Context: an optimization exercise on an open-source flow, tuned for small area and few clock cycles per item. The choices shown serve that exercise and are no tape-out recipe. Only simulation tests tie the RTL to the original design; equivalence was not proved.

--- flow/run.sh ---
#!/bin/bash
# synth_recipe.tcl (not shown) runs the flow's synth.tcl, then flattens the netlist and writes it again
# the make line also repeats each setting of config.mk as NAME=value (left out here)
make -C /OpenROAD-flow-scripts/flow DESIGN_CONFIG=/design/flow/config.mk WORK_HOME=/design/flow/orfs CLKGATE_MAP_FILE= SYNTH_SCRIPT=/design/flow/synth_recipe.tcl finish
--- flow/constraint.sdc ---
create_clock -name core_clock -period 11.0 [get_ports {clk}]
set_input_delay 2.2000 -clock core_clock [delete_from_list [all_inputs] [get_ports {clk}]]
set_output_delay 2.2000 -clock core_clock [all_outputs]
set_load 0.01 [all_outputs]
--- flow/config.mk ---
export PLATFORM = sky130hd
export DESIGN_NAME = air_quality_index_daily_summary
export DESIGN_NICKNAME = air_quality_index_daily_summary
export VERILOG_FILES = /design/flow/design.v
export SDC_FILE = /design/flow/constraint.sdc
export NUM_CORES = 4
export LEC_CHECK = 0
export CAP_MARGIN = 20
export CORE_MARGIN = 2
export CORE_UTILIZATION = 40
export SLEW_MARGIN = 20
--- flow/design.v ---
package aqids_pkg;
  typedef enum logic [2:0] {
    SEG_GOOD,
    SEG_MODERATE,
    SEG_SENSITIVE,
    SEG_UNHEALTHY,
    SEG_VERY_UNHEALTHY,
    SEG_HAZARDOUS
  } aqi_seg_t;
  localparam int SEG_N = 6;
  function automatic logic [13:0] aqi_clo(input logic [2:0] s);
    case (s)
      3'd0: aqi_clo = 14'd0;
      3'd1: aqi_clo = 14'd121;
      3'd2: aqi_clo = 14'd355;
      3'd3: aqi_clo = 14'd555;
      3'd4: aqi_clo = 14'd1505;
      default: aqi_clo = 14'd2505;
    endcase
  endfunction
  function automatic logic [7:0] aqi_k(input logic [2:0] s);
    case (s)
      3'd0: aqi_k = 8'd50;
      3'd1: aqi_k = 8'd49;
      3'd2: aqi_k = 8'd49;
      3'd3: aqi_k = 8'd49;
      3'd4: aqi_k = 8'd99;
      default: aqi_k = 8'd199;
    endcase
  endfunction
  function automatic logic [8:0] aqi_ilo(input logic [2:0] s);
    case (s)
      3'd0: aqi_ilo = 9'd0;
      3'd1: aqi_ilo = 9'd51;
      3'd2: aqi_ilo = 9'd101;
      3'd3: aqi_ilo = 9'd151;
      3'd4: aqi_ilo = 9'd201;
      default: aqi_ilo = 9'd301;
    endcase
  endfunction
  function automatic logic [4:0] aqi_sh(input logic [2:0] s);
    case (s)
      3'd0: aqi_sh = 5'd20;
      3'd1: aqi_sh = 5'd22;
      3'd2: aqi_sh = 5'd22;
      3'd3: aqi_sh = 5'd26;
      3'd4: aqi_sh = 5'd27;
      default: aqi_sh = 5'd31;
    endcase
  endfunction
  function automatic logic [19:0] aqi_m(input logic [2:0] s);
    case (s)
      3'd0: aqi_m = 20'(((64'd1 << 20) + 64'd119) / 64'd120);
      3'd1: aqi_m = 20'(((64'd1 << 22) + 64'd232) / 64'd233);
      3'd2: aqi_m = 20'(((64'd1 << 22) + 64'd198) / 64'd199);
      3'd3: aqi_m = 20'(((64'd1 << 26) + 64'd948) / 64'd949);
      3'd4: aqi_m = 20'(((64'd1 << 27) + 64'd998) / 64'd999);
      default: aqi_m = 20'(((64'd1 << 31) + 64'd2494) / 64'd2495);
    endcase
  endfunction
  localparam logic [11:0] AQI_X_MAX = 12'd2600;
  localparam logic [8:0]  AQI_MAX   = 9'd500;
  localparam int AQI_NUM_W = 19;
  localparam int THI_NUM_W = 19;
  localparam logic signed [11:0] THI_T_OFS  = 12'sd144;
  localparam logic signed [21:0] THI_T_GAIN = 22'sd800;
  localparam logic signed [23:0] THI_BIAS   = 24'sd464000;
  localparam logic signed [23:0] THI_X_MIN  = -24'sd400000;
  localparam logic signed [23:0] THI_X_MAX  = 24'sd1850999;
  localparam logic signed [23:0] THI_X_OFS  = 24'sd400000;
  localparam int                 THI_SH     = 26;
  localparam logic [19:0]        THI_M      = 20'(((64'd1 << 26) + 64'd124) / 64'd125);
  localparam logic [11:0]        THI_Q_OFS  = 12'd400;
  localparam logic signed [11:0] THI_MIN    = -12'sd400;
  localparam logic signed [11:0] THI_MAX    = 12'sd1850;
  localparam logic signed [11:0] THI_LIM_1  = 12'sd270;
  localparam logic signed [11:0] THI_LIM_2  = 12'sd290;
  localparam logic signed [11:0] THI_LIM_3  = 12'sd320;
  localparam logic signed [11:0] THI_LIM_4  = 12'sd350;
  localparam logic [8:0] AQI_LIM_GOOD      = 9'd50;
  localparam logic [8:0] AQI_LIM_MODERATE  = 9'd100;
  localparam logic [8:0] AQI_LIM_SENSITIVE = 9'd150;
  localparam logic [8:0] AQI_LIM_UNHEALTHY = 9'd200;
  localparam logic [2:0] AQI_LVL_GOOD           = 3'd0;
  localparam logic [2:0] AQI_LVL_MODERATE       = 3'd1;
  localparam logic [2:0] AQI_LVL_SENSITIVE      = 3'd2;
  localparam logic [2:0] AQI_LVL_UNHEALTHY      = 3'd3;
  localparam logic [2:0] AQI_LVL_VERY_UNHEALTHY = 3'd4;
  localparam logic [1:0] CO2_LVL_GOOD     = 2'd0;
  localparam logic [1:0] CO2_LVL_MODERATE = 2'd1;
  localparam logic [1:0] CO2_LVL_POOR     = 2'd2;
  localparam logic [1:0] CO2_LVL_SEVERE   = 2'd3;
  localparam logic [1:0] THI_LVL_0 = 2'd0;
  localparam logic [1:0] THI_LVL_1 = 2'd1;
  localparam logic [1:0] THI_LVL_2 = 2'd2;
  localparam logic [1:0] THI_LVL_3 = 2'd3;
  localparam logic [2:0] REC_THI_LVL_0 = 3'd0;
  localparam logic [2:0] REC_THI_LVL_1 = 3'd1;
  localparam logic [2:0] REC_THI_LVL_2 = 3'd2;
  localparam logic [2:0] REC_THI_LVL_3 = 3'd3;
  localparam logic [2:0] REC_THI_LVL_4 = 3'd4;
  localparam int         CFG_IDX_W        = 2;
  localparam logic [1:0] CFG_CO2_GOOD     = 2'd0;
  localparam logic [1:0] CFG_CO2_MODERATE = 2'd1;
  localparam logic [1:0] CFG_CO2_HIGH     = 2'd2;
  localparam logic [13:0] CO2_GOOD_RST     = 14'd800;
  localparam logic [13:0] CO2_MODERATE_RST = 14'd1200;
  localparam logic [13:0] CO2_HIGH_RST     = 14'd2000;
  localparam int FIFO_DEPTH = 2;
  typedef struct packed {
    logic [13:0] co2_good;
    logic [13:0] co2_moderate;
    logic [13:0] co2_high;
  } cfg_t;
  typedef struct packed {
    aqi_seg_t               seg;
    logic [AQI_NUM_W-1:0]   aqi_num;
    logic [THI_NUM_W-1:0]   thi_num;
    logic [13:0]            co2;
    logic [1:0]             co2_lvl;
  } item_t;
  typedef struct packed {
    logic [8:0]         aqi_index;
    logic [2:0]         aqi_level;
    logic [1:0]         co2_level;
    logic signed [11:0] thi_tenths;
    logic [1:0]         thi_level;
    logic               day_done;
    logic [8:0]         avg_aqi;
    logic [13:0]        avg_co2;
    logic signed [11:0] avg_thi_tenths;
    logic [2:0]         rec_aqi_level;
    logic [1:0]         rec_co2_level;
    logic [2:0]         rec_thi_level;
  } result_t;
  function automatic logic [2:0] aqi_category(input logic [8:0] a);
    logic [2:0] lvl;
    if (a <= AQI_LIM_GOOD) lvl = AQI_LVL_GOOD;
    else if (a <= AQI_LIM_MODERATE) lvl = AQI_LVL_MODERATE;
    else if (a <= AQI_LIM_SENSITIVE) lvl = AQI_LVL_SENSITIVE;
    else if (a <= AQI_LIM_UNHEALTHY) lvl = AQI_LVL_UNHEALTHY;
    else lvl = AQI_LVL_VERY_UNHEALTHY;
    aqi_category = lvl;
  endfunction
endpackage
module aqids_front (
  input  logic                      in_valid,
  output logic                      in_ready,
  input  logic [13:0]               in_pm25_tenths,
  input  logic [13:0]               in_co2_ppm,
  input  logic signed [10:0]        in_temperature_tenths,
  input  logic [9:0]                in_humidity_tenths,
  input  aqids_pkg::cfg_t           cfg,
  input  logic                      fifo_full,
  output logic                      fifo_push,
  output aqids_pkg::item_t          fifo_wdata
);
  aqids_pkg::aqi_seg_t seg;
  logic [13:0]         pm_off;
  logic [11:0]         pm_x;
  logic [19:0]         aqi_prod;
  logic signed [11:0]  t_off;
  logic signed [10:0]  h_s;
  logic signed [22:0]  h_prod;
  logic signed [21:0]  t_gain;
  logic signed [23:0]  thi_x;
  logic signed [23:0]  thi_c;
  logic signed [23:0]  thi_y;
  logic [1:0]          co2_lvl;
  assign in_ready  = !fifo_full;
  assign fifo_push = in_valid && !fifo_full;
  always_comb begin
    if (in_pm25_tenths < aqids_pkg::aqi_clo(aqids_pkg::SEG_MODERATE)) begin
      seg = aqids_pkg::SEG_GOOD;
    end else if (in_pm25_tenths < aqids_pkg::aqi_clo(aqids_pkg::SEG_SENSITIVE)) begin
      seg = aqids_pkg::SEG_MODERATE;
    end else if (in_pm25_tenths < aqids_pkg::aqi_clo(aqids_pkg::SEG_UNHEALTHY)) begin
      seg = aqids_pkg::SEG_SENSITIVE;
    end else if (in_pm25_tenths < aqids_pkg::aqi_clo(aqids_pkg::SEG_VERY_UNHEALTHY)) begin
      seg = aqids_pkg::SEG_UNHEALTHY;
    end else if (in_pm25_tenths < aqids_pkg::aqi_clo(aqids_pkg::SEG_HAZARDOUS)) begin
      seg = aqids_pkg::SEG_VERY_UNHEALTHY;
    end else begin
      seg = aqids_pkg::SEG_HAZARDOUS;
    end
  end
  assign pm_off   = in_pm25_tenths - aqids_pkg::aqi_clo(seg);
  assign pm_x     = (pm_off > 14'(aqids_pkg::AQI_X_MAX)) ? aqids_pkg::AQI_X_MAX : pm_off[11:0];
  assign aqi_prod = 20'(pm_x) * 20'(aqids_pkg::aqi_k(seg));
  assign t_off  = 12'(in_temperature_tenths) - aqids_pkg::THI_T_OFS;
  assign h_s    = $signed({1'b0, in_humidity_tenths});
  assign h_prod = h_s * t_off;
  assign t_gain = in_temperature_tenths * aqids_pkg::THI_T_GAIN;
  assign thi_x  = 24'(t_gain) + 24'(h_prod) + aqids_pkg::THI_BIAS;
  always_comb begin
    if (thi_x < aqids_pkg::THI_X_MIN) begin
      thi_c = aqids_pkg::THI_X_MIN;
    end else if (thi_x > aqids_pkg::THI_X_MAX) begin
      thi_c = aqids_pkg::THI_X_MAX;
    end else begin
      thi_c = thi_x;
    end
  end
  assign thi_y = thi_c + aqids_pkg::THI_X_OFS;
  always_comb begin
    if (in_co2_ppm <= cfg.co2_good) begin
      co2_lvl = aqids_pkg::CO2_LVL_GOOD;
    end else if (in_co2_ppm <= cfg.co2_moderate) begin
      co2_lvl = aqids_pkg::CO2_LVL_MODERATE;
    end else begin
      co2_lvl = aqids_pkg::CO2_LVL_POOR;
    end
  end
  always_comb begin
    fifo_wdata.seg     = seg;
    fifo_wdata.aqi_num = aqi_prod[aqids_pkg::AQI_NUM_W-1:0];
    fifo_wdata.thi_num = thi_y[aqids_pkg::THI_NUM_W+2:3];
    fifo_wdata.co2     = in_co2_ppm;
    fifo_wdata.co2_lvl = co2_lvl;
  end
endmodule
module aqids_fifo (
  input  logic             clk,
  input  logic             rst_n,
  input  logic             push,
  input  aqids_pkg::item_t wdata,
  output logic             full,
  input  logic             pop,
  output aqids_pkg::item_t rdata,
  output logic             empty
);
  localparam int PTR_W = (aqids_pkg::FIFO_DEPTH > 1) ? $clog2(aqids_pkg::FIFO_DEPTH) : 1;
  localparam int CNT_W = $clog2(aqids_pkg::FIFO_DEPTH + 1);
  localparam int DW    = 3 + aqids_pkg::AQI_NUM_W + aqids_pkg::THI_NUM_W + 14 + 2;
  logic [aqids_pkg::FIFO_DEPTH-1:0][DW-1:0] mem_r;
  logic [PTR_W-1:0] wr_ptr_r;
  logic [PTR_W-1:0] rd_ptr_r;
  logic [CNT_W-1:0] count_r;
  logic [PTR_W-1:0] wr_ptr_nxt;
  logic [PTR_W-1:0] rd_ptr_nxt;
  logic [CNT_W-1:0] count_nxt;
  assign full  = (count_r == CNT_W'(aqids_pkg::FIFO_DEPTH));
  assign empty = (count_r == '0);
  assign rdata = aqids_pkg::item_t'(mem_r[rd_ptr_r]);
  always_comb begin
    wr_ptr_nxt = wr_ptr_r;
    rd_ptr_nxt = rd_ptr_r;
    count_nxt  = count_r;
    if (push) begin
      wr_ptr_nxt = (wr_ptr_r == PTR_W'(aqids_pkg::FIFO_DEPTH - 1)) ? '0 : wr_ptr_r + 1'b1;
    end
    if (pop) begin
      rd_ptr_nxt = (rd_ptr_r == PTR_W'(aqids_pkg::FIFO_DEPTH - 1)) ? '0 : rd_ptr_r + 1'b1;
    end
    if (push && !pop) begin
      count_nxt = count_r + 1'b1;
    end else if (pop && !push) begin
      count_nxt = count_r - 1'b1;
    end
  end
  always_ff @(posedge clk) begin
    if (!rst_n) begin
      wr_ptr_r <= '0;
      rd_ptr_r <= '0;
      count_r  <= '0;
    end else begin
      wr_ptr_r <= wr_ptr_nxt;
      rd_ptr_r <= rd_ptr_nxt;
      count_r  <= count_nxt;
    end
  end
  always_ff @(posedge clk) begin
    if (push) begin
      mem_r[wr_ptr_r] <= wdata;
    end
  end
endmodule
module aqids_back #(
  parameter int PERIODS_PER_DAY = 6
) (
  input  logic               clk,
  input  logic               rst_n,
  input  aqids_pkg::cfg_t    cfg,
  input  logic               fifo_empty,
  input  aqids_pkg::item_t   fifo_rdata,
  output logic               fifo_pop,
  output logic               out_valid,
  input  logic               out_ready,
  output aqids_pkg::result_t out_res
);
  localparam int CNT_W   = $clog2(PERIODS_PER_DAY + 1);
  localparam int AVG_SH  = $clog2(PERIODS_PER_DAY);
  localparam int AVG_A_S = 12 + AVG_SH;
  localparam int AVG_C_S = 16 + AVG_SH;
  localparam int AVG_T_S = 18 + AVG_SH;
  localparam logic [12:0] AVG_A_M =
    13'(((64'd1 << AVG_A_S) + PERIODS_PER_DAY - 1) / PERIODS_PER_DAY);
  localparam logic [16:0] AVG_C_M =
    17'(((64'd1 << AVG_C_S) + PERIODS_PER_DAY - 1) / PERIODS_PER_DAY);
  localparam logic [18:0] AVG_T_M =
    19'(((64'd1 << AVG_T_S) + PERIODS_PER_DAY - 1) / PERIODS_PER_DAY);
  localparam logic [18:0] AVG_T_OFS  = 19'(PERIODS_PER_DAY * 16384);
  localparam logic [17:0] AVG_T_BIAS = 18'd16384;
  localparam logic [11:0]        AQI_SUM_MAX = 12'hFFF;
  localparam logic [15:0]        CO2_SUM_MAX = 16'hFFFF;
  localparam logic signed [15:0] THI_SUM_MAX = 16'sd16383;
  localparam logic signed [15:0] THI_SUM_MIN = -16'sd16384;
  localparam logic [13:0]        CO2_AVG_MAX = 14'h3FFF;
  function automatic logic [1:0] thi_category(input logic signed [11:0] v);
    logic [1:0] lvl;
    if (v < aqids_pkg::THI_LIM_1) lvl = aqids_pkg::THI_LVL_0;
    else if (v < aqids_pkg::THI_LIM_2) lvl = aqids_pkg::THI_LVL_1;
    else if (v < aqids_pkg::THI_LIM_3) lvl = aqids_pkg::THI_LVL_2;
    else lvl = aqids_pkg::THI_LVL_3;
    thi_category = lvl;
  endfunction
  function automatic logic [2:0] rec_thi_category(input logic signed [11:0] v);
    logic [2:0] lvl;
    if (v < aqids_pkg::THI_LIM_1) lvl = aqids_pkg::REC_THI_LVL_0;
    else if (v < aqids_pkg::THI_LIM_2) lvl = aqids_pkg::REC_THI_LVL_1;
    else if (v < aqids_pkg::THI_LIM_3) lvl = aqids_pkg::REC_THI_LVL_2;
    else if (v < aqids_pkg::THI_LIM_4) lvl = aqids_pkg::REC_THI_LVL_3;
    else lvl = aqids_pkg::REC_THI_LVL_4;
    rec_thi_category = lvl;
  endfunction
  logic adv;
  logic [38:0]         aqi_prod;
  logic [38:0]         thi_prod;
  logic                s1_valid_r;
  aqids_pkg::aqi_seg_t s1_seg_r;
  logic [8:0]          s1_aqi_q_r;
  logic [11:0]         s1_thi_q_r;
  logic [13:0]         s1_co2_r;
  logic [1:0]          s1_co2_lvl_r;
  logic [9:0]          aqi_raw;
  logic [8:0]          aqi_v;
  logic signed [11:0]  thi_v;
  logic [12:0]         aqi_add;
  logic [16:0]         co2_add;
  logic signed [15:0]  thi_add;
  logic [11:0]         aqi_sum_nxt;
  logic [15:0]         co2_sum_nxt;
  logic signed [14:0]  thi_sum_nxt;
  logic [CNT_W-1:0]    cnt_inc;
  logic                day_end;
  logic [CNT_W-1:0]    cnt_r;
  logic [11:0]         aqi_sum_r;
  logic [15:0]         co2_sum_r;
  logic signed [14:0]  thi_sum_r;
  logic                s2_valid_r;
  logic [8:0]          s2_aqi_r;
  logic [2:0]          s2_aqi_lvl_r;
  logic [1:0]          s2_co2_lvl_r;
  logic signed [11:0]  s2_thi_r;
  logic [1:0]          s2_thi_lvl_r;
  logic                s2_day_r;
  logic [11:0]         s2_aqi_tot_r;
  logic [15:0]         s2_co2_tot_r;
  logic signed [14:0]  s2_thi_tot_r;
  logic [24:0]         avg_a_prod;
  logic [32:0]         avg_c_prod;
  logic [18:0]         thi_u;
  logic [36:0]         avg_t_prod;
  logic [17:0]         avg_t_uq;
  logic                s3_valid_r;
  logic [8:0]          s3_aqi_r;
  logic [2:0]          s3_aqi_lvl_r;
  logic [1:0]          s3_co2_lvl_r;
  logic signed [11:0]  s3_thi_r;
  logic [1:0]          s3_thi_lvl_r;
  logic                s3_day_r;
  logic [11:0]         s3_avg_a_r;
  logic [15:0]         s3_avg_c_r;
  logic signed [15:0]  s3_avg_t_r;
  logic [8:0]          avg_a_c;
  logic [13:0]         avg_c_c;
  logic signed [11:0]  avg_t_c;
  logic [1:0]          rec_co2;
  aqids_pkg::result_t  res_nxt;
  aqids_pkg::result_t  out_res_r;
  logic                out_valid_r;
  assign adv       = !out_valid_r || out_ready;
  assign fifo_pop  = adv && !fifo_empty;
  assign out_valid = out_valid_r;
  assign out_res   = out_res_r;
  assign aqi_prod = 39'(fifo_rdata.aqi_num) * 39'(aqids_pkg::aqi_m(fifo_rdata.seg));
  assign thi_prod = 39'(fifo_rdata.thi_num) * 39'(aqids_pkg::THI_M);
  always_ff @(posedge clk) begin
    if (!rst_n) begin
      s1_valid_r <= 1'b0;
    end else if (adv) begin
      s1_valid_r <= !fifo_empty;
    end
  end
  always_ff @(posedge clk) begin
    if (fifo_pop) begin
      s1_seg_r     <= fifo_rdata.seg;
      s1_aqi_q_r   <= 9'(aqi_prod >> aqids_pkg::aqi_sh(fifo_rdata.seg));
      s1_thi_q_r   <= 12'(thi_prod >> aqids_pkg::THI_SH);
      s1_co2_r     <= fifo_rdata.co2;
      s1_co2_lvl_r <= fifo_rdata.co2_lvl;
    end
  end
  assign aqi_raw = 10'(aqids_pkg::aqi_ilo(s1_seg_r)) + 10'(s1_aqi_q_r);
  assign aqi_v   = (aqi_raw > 10'(aqids_pkg::AQI_MAX)) ? aqids_pkg::AQI_MAX : aqi_raw[8:0];
  assign thi_v   = $signed(s1_thi_q_r - aqids_pkg::THI_Q_OFS);
  assign aqi_add = 13'(aqi_sum_r) + 13'(aqi_v);
  assign co2_add = 17'(co2_sum_r) + 17'(s1_co2_r);
  assign thi_add = 16'(thi_sum_r) + 16'(thi_v);
  assign aqi_sum_nxt = (aqi_add > 13'(AQI_SUM_MAX)) ? AQI_SUM_MAX : aqi_add[11:0];
  assign co2_sum_nxt = (co2_add > 17'(CO2_SUM_MAX)) ? CO2_SUM_MAX : co2_add[15:0];
  always_comb begin
    if (thi_add > THI_SUM_MAX) begin
      thi_sum_nxt = 15'(THI_SUM_MAX);
    end else if (thi_add < THI_SUM_MIN) begin
      thi_sum_nxt = 15'(THI_SUM_MIN);
    end else begin
      thi_sum_nxt = thi_add[14:0];
    end
  end
  assign cnt_inc = cnt_r + 1'b1;
  assign day_end = (cnt_inc >= CNT_W'(PERIODS_PER_DAY));
  always_ff @(posedge clk) begin
    if (!rst_n) begin
      s2_valid_r <= 1'b0;
      cnt_r      <= '0;
      aqi_sum_r  <= '0;
      co2_sum_r  <= '0;
      thi_sum_r  <= '0;
    end else if (adv) begin
      s2_valid_r <= s1_valid_r;
      if (s1_valid_r) begin
        if (day_end) begin
          cnt_r     <= '0;
          aqi_sum_r <= '0;
          co2_sum_r <= '0;
          thi_sum_r <= '0;
        end else begin
          cnt_r     <= cnt_inc;
          aqi_sum_r <= aqi_sum_nxt;
          co2_sum_r <= co2_sum_nxt;
          thi_sum_r <= thi_sum_nxt;
        end
      end
    end
  end
  always_ff @(posedge clk) begin
    if (adv && s1_valid_r) begin
      s2_aqi_r     <= aqi_v;
      s2_aqi_lvl_r <= aqids_pkg::aqi_category(aqi_v);
      s2_co2_lvl_r <= s1_co2_lvl_r;
      s2_thi_r     <= thi_v;
      s2_thi_lvl_r <= thi_category(thi_v);
      s2_day_r     <= day_end;
      s2_aqi_tot_r <= aqi_sum_nxt;
      s2_co2_tot_r <= co2_sum_nxt;
      s2_thi_tot_r <= thi_sum_nxt;
    end
  end
  assign avg_a_prod = 25'(s2_aqi_tot_r) * 25'(AVG_A_M);
  assign avg_c_prod = 33'(s2_co2_tot_r) * 33'(AVG_C_M);
  assign thi_u      = 19'(s2_thi_tot_r) + AVG_T_OFS;
  assign avg_t_prod = 37'(thi_u[17:0]) * 37'(AVG_T_M);
  assign avg_t_uq   = 18'(avg_t_prod >> AVG_T_S);
  always_ff @(posedge clk) begin
    if (!rst_n) begin
      s3_valid_r <= 1'b0;
    end else if (adv) begin
      s3_valid_r <= s2_valid_r;
    end
  end
  always_ff @(posedge clk) begin
    if (adv && s2_valid_r) begin
      s3_aqi_r     <= s2_aqi_r;
      s3_aqi_lvl_r <= s2_aqi_lvl_r;
      s3_co2_lvl_r <= s2_co2_lvl_r;
      s3_thi_r     <= s2_thi_r;
      s3_thi_lvl_r <= s2_thi_lvl_r;
      s3_day_r     <= s2_day_r;
      s3_avg_a_r   <= 12'(avg_a_prod >> AVG_A_S);
      s3_avg_c_r   <= 16'(avg_c_prod >> AVG_C_S);
      s3_avg_t_r   <= $signed(16'(avg_t_uq - AVG_T_BIAS));
    end
  end
  assign avg_a_c = (s3_avg_a_r > 12'(aqids_pkg::AQI_MAX)) ? aqids_pkg::AQI_MAX : s3_avg_a_r[8:0];
  assign avg_c_c = (s3_avg_c_r > 16'(CO2_AVG_MAX)) ? CO2_AVG_MAX : s3_avg_c_r[13:0];
  always_comb begin
    if (s3_avg_t_r < 16'(aqids_pkg::THI_MIN)) begin
      avg_t_c = aqids_pkg::THI_MIN;
    end else if (s3_avg_t_r > 16'(aqids_pkg::THI_MAX)) begin
      avg_t_c = aqids_pkg::THI_MAX;
    end else begin
      avg_t_c = s3_avg_t_r[11:0];
    end
  end
  always_comb begin
    if (avg_c_c <= cfg.co2_good) begin
      rec_co2 = aqids_pkg::CO2_LVL_GOOD;
    end else if (avg_c_c <= cfg.co2_moderate) begin
      rec_co2 = aqids_pkg::CO2_LVL_MODERATE;
    end else if (avg_c_c <= cfg.co2_high) begin
      rec_co2 = aqids_pkg::CO2_LVL_POOR;
    end else begin
      rec_co2 = aqids_pkg::CO2_LVL_SEVERE;
    end
  end
  always_comb begin
    res_nxt                = '0;
    res_nxt.aqi_index      = s3_aqi_r;
    res_nxt.aqi_level      = s3_aqi_lvl_r;
    res_nxt.co2_level      = s3_co2_lvl_r;
    res_nxt.thi_tenths     = s3_thi_r;
    res_nxt.thi_level      = s3_thi_lvl_r;
    res_nxt.day_done       = s3_day_r;
    if (s3_day_r) begin
      res_nxt.avg_aqi        = avg_a_c;
      res_nxt.avg_co2        = avg_c_c;
      res_nxt.avg_thi_tenths = avg_t_c;
      res_nxt.rec_aqi_level  = aqids_pkg::aqi_category(avg_a_c);
      res_nxt.rec_co2_level  = rec_co2;
      res_nxt.rec_thi_level  = rec_thi_category(avg_t_c);
    end
  end
  always_ff @(posedge clk) begin
    if (!rst_n) begin
      out_valid_r <= 1'b0;
    end else if (adv) begin
      out_valid_r <= s3_valid_r;
    end
  end
  always_ff @(posedge clk) begin
    if (adv && s3_valid_r) begin
      out_res_r <= res_nxt;
    end
  end
endmodule
module air_quality_index_daily_summary #(
  parameter int PERIODS_PER_DAY = 6
) (
  input  logic                                clk,
  input  logic                                rst_n,
  input  logic                                cfg_we,
  input  logic [aqids_pkg::CFG_IDX_W-1:0]     cfg_index,
  input  logic [13:0]                         cfg_wdata,
  input  logic                                in_valid,
  output logic                                in_ready,
  input  logic [13:0]                         in_pm25_tenths,
  input  logic [13:0]                         in_co2_ppm,
  input  logic signed [10:0]                  in_temperature_tenths,
  input  logic [9:0]                          in_humidity_tenths,
  output logic                                out_valid,
  input  logic                                out_ready,
  output logic [8:0]                          out_aqi_index,
  output logic [2:0]                          out_aqi_level,
  output logic [1:0]                          out_co2_level,
  output logic signed [11:0]                  out_thi_tenths,
  output logic [1:0]                          out_thi_level,
  output logic                                out_day_done,
  output logic [8:0]                          out_avg_aqi,
  output logic [13:0]                         out_avg_co2,
  output logic signed [11:0]                  out_avg_thi_tenths,
  output logic [2:0]                          out_rec_aqi_level,
  output logic [1:0]                          out_rec_co2_level,
  output logic [2:0]                          out_rec_thi_level
);
  aqids_pkg::cfg_t    cfg_r;
  aqids_pkg::item_t   fifo_wdata;
  aqids_pkg::item_t   fifo_rdata;
  aqids_pkg::result_t res;
  logic               fifo_push;
  logic               fifo_pop;
  logic               fifo_full;
  logic               fifo_empty;
  always_ff @(posedge clk) begin
    if (!rst_n) begin
      cfg_r.co2_good     <= aqids_pkg::CO2_GOOD_RST;
      cfg_r.co2_moderate <= aqids_pkg::CO2_MODERATE_RST;
      cfg_r.co2_high     <= aqids_pkg::CO2_HIGH_RST;
    end else if (cfg_we) begin
      unique case (cfg_index)
        aqids_pkg::CFG_CO2_GOOD:     cfg_r.co2_good     <= cfg_wdata;
        aqids_pkg::CFG_CO2_MODERATE: cfg_r.co2_moderate <= cfg_wdata;
        aqids_pkg::CFG_CO2_HIGH:     cfg_r.co2_high     <= cfg_wdata;
        default: ;
      endcase
    end
  end
  aqids_front u_front (
    .in_valid              (in_valid),
    .in_ready              (in_ready),
    .in_pm25_tenths        (in_pm25_tenths),
    .in_co2_ppm            (in_co2_ppm),
    .in_temperature_tenths (in_temperature_tenths),
    .in_humidity_tenths    (in_humidity_tenths),
    .cfg                   (cfg_r),
    .fifo_full             (fifo_full),
    .fifo_push             (fifo_push),
    .fifo_wdata            (fifo_wdata)
  );
  aqids_fifo u_fifo (
    .clk   (clk),
    .rst_n (rst_n),
    .push  (fifo_push),
    .wdata (fifo_wdata),
    .full  (fifo_full),
    .pop   (fifo_pop),
    .rdata (fifo_rdata),
    .empty (fifo_empty)
  );
  aqids_back #(
    .PERIODS_PER_DAY (PERIODS_PER_DAY)
  ) u_back (
    .clk        (clk),
    .rst_n      (rst_n),
    .cfg        (cfg_r),
    .fifo_empty (fifo_empty),
    .fifo_rdata (fifo_rdata),
    .fifo_pop   (fifo_pop),
    .out_valid  (out_valid),
    .out_ready  (out_ready),
    .out_res    (res)
  );
  assign out_aqi_index      = res.aqi_index;
  assign out_aqi_level      = res.aqi_level;
  assign out_co2_level      = res.co2_level;
  assign out_thi_tenths     = res.thi_tenths;
  assign out_thi_level      = res.thi_level;
  assign out_day_done       = res.day_done;
  assign out_avg_aqi        = res.avg_aqi;
  assign out_avg_co2        = res.avg_co2;
  assign out_avg_thi_tenths = res.avg_thi_tenths;
  assign out_rec_aqi_level  = res.rec_aqi_level;
  assign out_rec_co2_level  = res.rec_co2_level;
  assign out_rec_thi_level  = res.rec_thi_level;
endmodule
==> results.txt <==
## through the flow
step	instance area (um2)	utilization, %	setup WS [ns]
6_report	65810	45.04	0.4310
5_1_grt	65810	45.04	-0.01759
4_1_cts	65630	44.93	0.1674
3_5_place_dp	63850	43.71	-0.4801
3_3_place_gp	63850	43.71	-0.3740
2_1_floorplan	59020	-	0.2703
## cell families after synthesis
family	after synthesis	share of synthesized area (%)
and+or+nand+nor	1207	9.698
AOI/OAI and AO/OA	739	8.522
xor gates and xnor gates	173	2.567
buffers and inverters	1449	9.221
DFF	463	21.93
adders and majority gates	1739	46.58
muxes	82	1.482
## synth_stat cells (all sizes together) (48+ instances only)
| master | count |
|---|---|
| clkbuf | 108 |
| o21a | 48 |
| xor2 | 58 |
| nor2 | 360 |
| and2 | 98 |
| dfxtp | 96 |
| edfxtp | 367 |
| a21oi | 214 |
| a21o | 67 |
| o21ai | 122 |
| ha | 975 |
| fa | 764 |
| nor2b | 50 |
| nor3 | 86 |
| inv | 1332 |
| nand2 | 343 |
| nand3 | 58 |
| xnor2 | 115 |
## area by class of cell
type	instances	share of cell area (%)
repair buffers	332	4.345
multi-input cells	3940	62.03
flip-flops and latches	463	19.67
well taps	1917	3.645
inverters	1333	7.605
clock buffers	68	2.130
clock inverters	29	0.5723
## path summary, 6_finish.rpt
path	startpoint	cells after the start	slack, ns	to
worst min-delay path	u_back.s3_co2_lvl_r[0]	0	0.39	u_back.out_res_r[58]
worst max-delay path	in_temperature_tenths[3]	42	0.43	flop
worst max register to register	u_fifo.rd_ptr_r	28	1.07	u_back.s1_aqi_q_r[8]
worst min register to register	u_back.s3_co2_lvl_r[0]	0	0.39	u_back.out_res_r[58]
## layer usage
metal | GRT usage [%] | vias up
met4 | 3.728 | 0
met3 | 1.906 | 167
met5 | 0 | -
met1 | 24.76 | 19780
li1 | - | 19620
met2 | 31.31 | 758
## timing repair
item	4_1_cts	5_1_grt
gates resized for setup	0	30
hold buffers	0	0
setup endpoints to repair	0	16
setup buffers	0	3
==> PnR_summary.wiki <==
{| class="wikitable"
! Metric !! Value
|-
| Via count normalized by instance count || 4.989
|-
| Worst path required time || 11.35 ns
|-
| Std-Cell Core Area || 0.1461 mm2
|-
| Half-perimeter wire length after placement || 112.8 mm
|-
| Diode count || 0
|-
| Later-pin clock latency in the skew report || 0.64 ns
|-
| Number of global-route vias before repair || 42400
|-
| GRT Total Usage || 18.18%
|-
| Avg WL per Cell || 16.70 um
|-
| Number of ports placed on the die boundary || 144
|-
| Overall die area || 0.1506 mm2
|-
| Worst slew pin tran || 1.111 ns
|-
| Category of the worst setup path capture point || flop
|-
| Total negative setup slack || 0 ns
|-
| Clock period minus worst slack || 10.57 ns
|-
| Site Rows || 140
|-
| Gp weighted congestion || 0.9268
|-
| Antenna violations before repair || 0
|-
| Max Cap Violations || 0
|-
| Cell Count Post-Placement || 7982
|-
| Register bit count reported by yosys || 463
|-
| Clk pin slew, worst setup/hold paths || 0.06 ns
|-
| Layout cell share with drive strength beyond 1 || 6.667%
|-
| Net count, final || 7931
|-
| Count of unresolved DRC violations after routing || 0
|-
| Most common library cell in the layout ignoring fill and taps || sky130_fd_sc_hd__inv_1
|-
| Number of port buffers || 143
|-
| Run status || timing/DRC/antenna clean
|-
| Highest metal layer used by the detailed router || met4
|-
| Warning count from the yosys run || 4
|-
| Highest-count cells in the layout ignoring fill and taps || sky130_fd_sc_hd__inv_1 (1328), sky130_fd_sc_hd__ha_1 (972), sky130_fd_sc_hd__fa_1 (764), sky130_fd_sc_hd__edfxtp_1 (367), sky130_fd_sc_hd__nor2_1 (357)
|-
| Clock Root Buffer || sky130_fd_sc_hd__clkbuf_16
|-
| Top area cells in the synthesized netlist || sky130_fd_sc_hd__fa_1 (26%), sky130_fd_sc_hd__ha_1 (21%), sky130_fd_sc_hd__edfxtp_1 (19%)
|-
| Residual overflow from global routing || 0
|-
| Crit path buffers/inverters || 10
|-
| Count of routing violations after the opening detailed-route iteration || 1963
|-
| Count of placed standard cells in the final layout, fillers left out || 8082
|-
| Cell type with the highest aggregate area in the netlist || sky130_fd_sc_hd__fa_1
|-
| Cell with the largest stage delay on the worst path || sky130_fd_sc_hd__fa_1
|-
| Register area || 0.01295 mm2
|-
| Commonest register cell after synthesis || sky130_fd_sc_hd__edfxtp_1
|-
| Number of buffers created by CTS || 52
|-
| Minimum hold slack || 0.3901 ns
|-
| Filler Cells Inserted || 13910
|-
| DIE HEIGHT || 388.1 um
|-
| Normalized max-slew margin || 23.80%
|-
| Mean instance size in the synthesized netlist || 10.09 um2
|-
| Syn Std Cell Area || 0.05902 mm2
|-
| CTS Sinks || 463
|-
| Pin count of the biggest net entering global routing || 73
|-
| Total area of multi-input combinational cells || 0.04082 mm2
|-
| First-pass GRT wire length || 222.4 mm
|-
| Max stage delay on crit path || 0.54 ns
|-
| Startpoint type of the worst setup path || input port
|-
| H-tree depth || 2
|-
| Most repeated library cell on the critical path || sky130_fd_sc_hd__inv_1
|-
| Met3 WL || 5.300 mm
|-
| Pins Over Slew Limit || 0
|-
| Post-synth EDFFs || 367
|-
| Sequential share of the synthesized area || 21.93%
|-
| DRT met1 WL || 62.36 mm
|-
| Routed wire length on met2 || 64.52 mm
|-
| Area Growth Syn to Fin || 11.49%
|-
| Number of optimization iterations in the first detailed-route pass || 5
|-
| CTS Buffer Depth || 3
|-
| Maximum fanout along the worst path || 7
|-
| Proportion of register bits with asynchronous set or reset after synthesis || 0%
|-
| Largest delay contributor family on the critical path || adder cells
|-
| TritonCTS clock tree || built
|-
| Number of endpoints failing setup at the final stage || 0
|-
| Cells after Synth || 5852
|-
| Critical Path AT || 10.92 ns
|-
| Crit Path Class || in2reg
|-
| Synth Net Count || 7661
|-
| Hold violation count in the final report || 0
|-
| Worst min-delay path category || reg2reg
|-
| Post-DRT Antenna Nets || 0
|-
| Number of vias after detailed routing || 40320
|-
| Routed wire length || 135.0 mm
|-
| Starting utilization of the core area || 40.40%
|-
| Fmax || 94.62 MHz
|-
| Die extent in x || 388.1 um
|-
| Number of distinct library cells after synthesis || 96
|-
| Proportion of netlist area held by the largest area contributor || 25.91%
|-
| Clock Skew || 0.05508 ns
|-
| Fraction of the cycle the final worst path needs || 96.08%
|}
Testbench counts, summed over its fixed seeds: cycles 24,040, items 24,000.

[separate check: timing with driven ports]
How much do the figures lean on ideal ports? The routed layout below was timed once more, with nothing changed but the port constraints.
Step 1 (the two cells are an assumption about what drives the block):
set clk [get_ports {clk}]
set_driving_cell -lib_cell sky130_fd_sc_hd__clkbuf_16 $clk
set_driving_cell -lib_cell sky130_fd_sc_hd__buf_2 [delete_from_list [all_inputs] $clk]
Step 2 also shifts input and output timing later by t, the mid clock arrival at the registers, as if the neighbouring blocks saw the same clock.
Three values: ideal, step 1, step 2; two values: the first two.
shift t [ns]: 0.691
setup slack, ns: 0.431 / 0.485 / -0.205
hold slack, ns: 0.390 / 0.390 / 0.390
pins driven straight from the clock port: 1
Met with ideal ports but missed after step 2: setup timing in this run. The setup slack of this run moves by +0.054 ns with the drivers and by -0.636 ns with both steps.
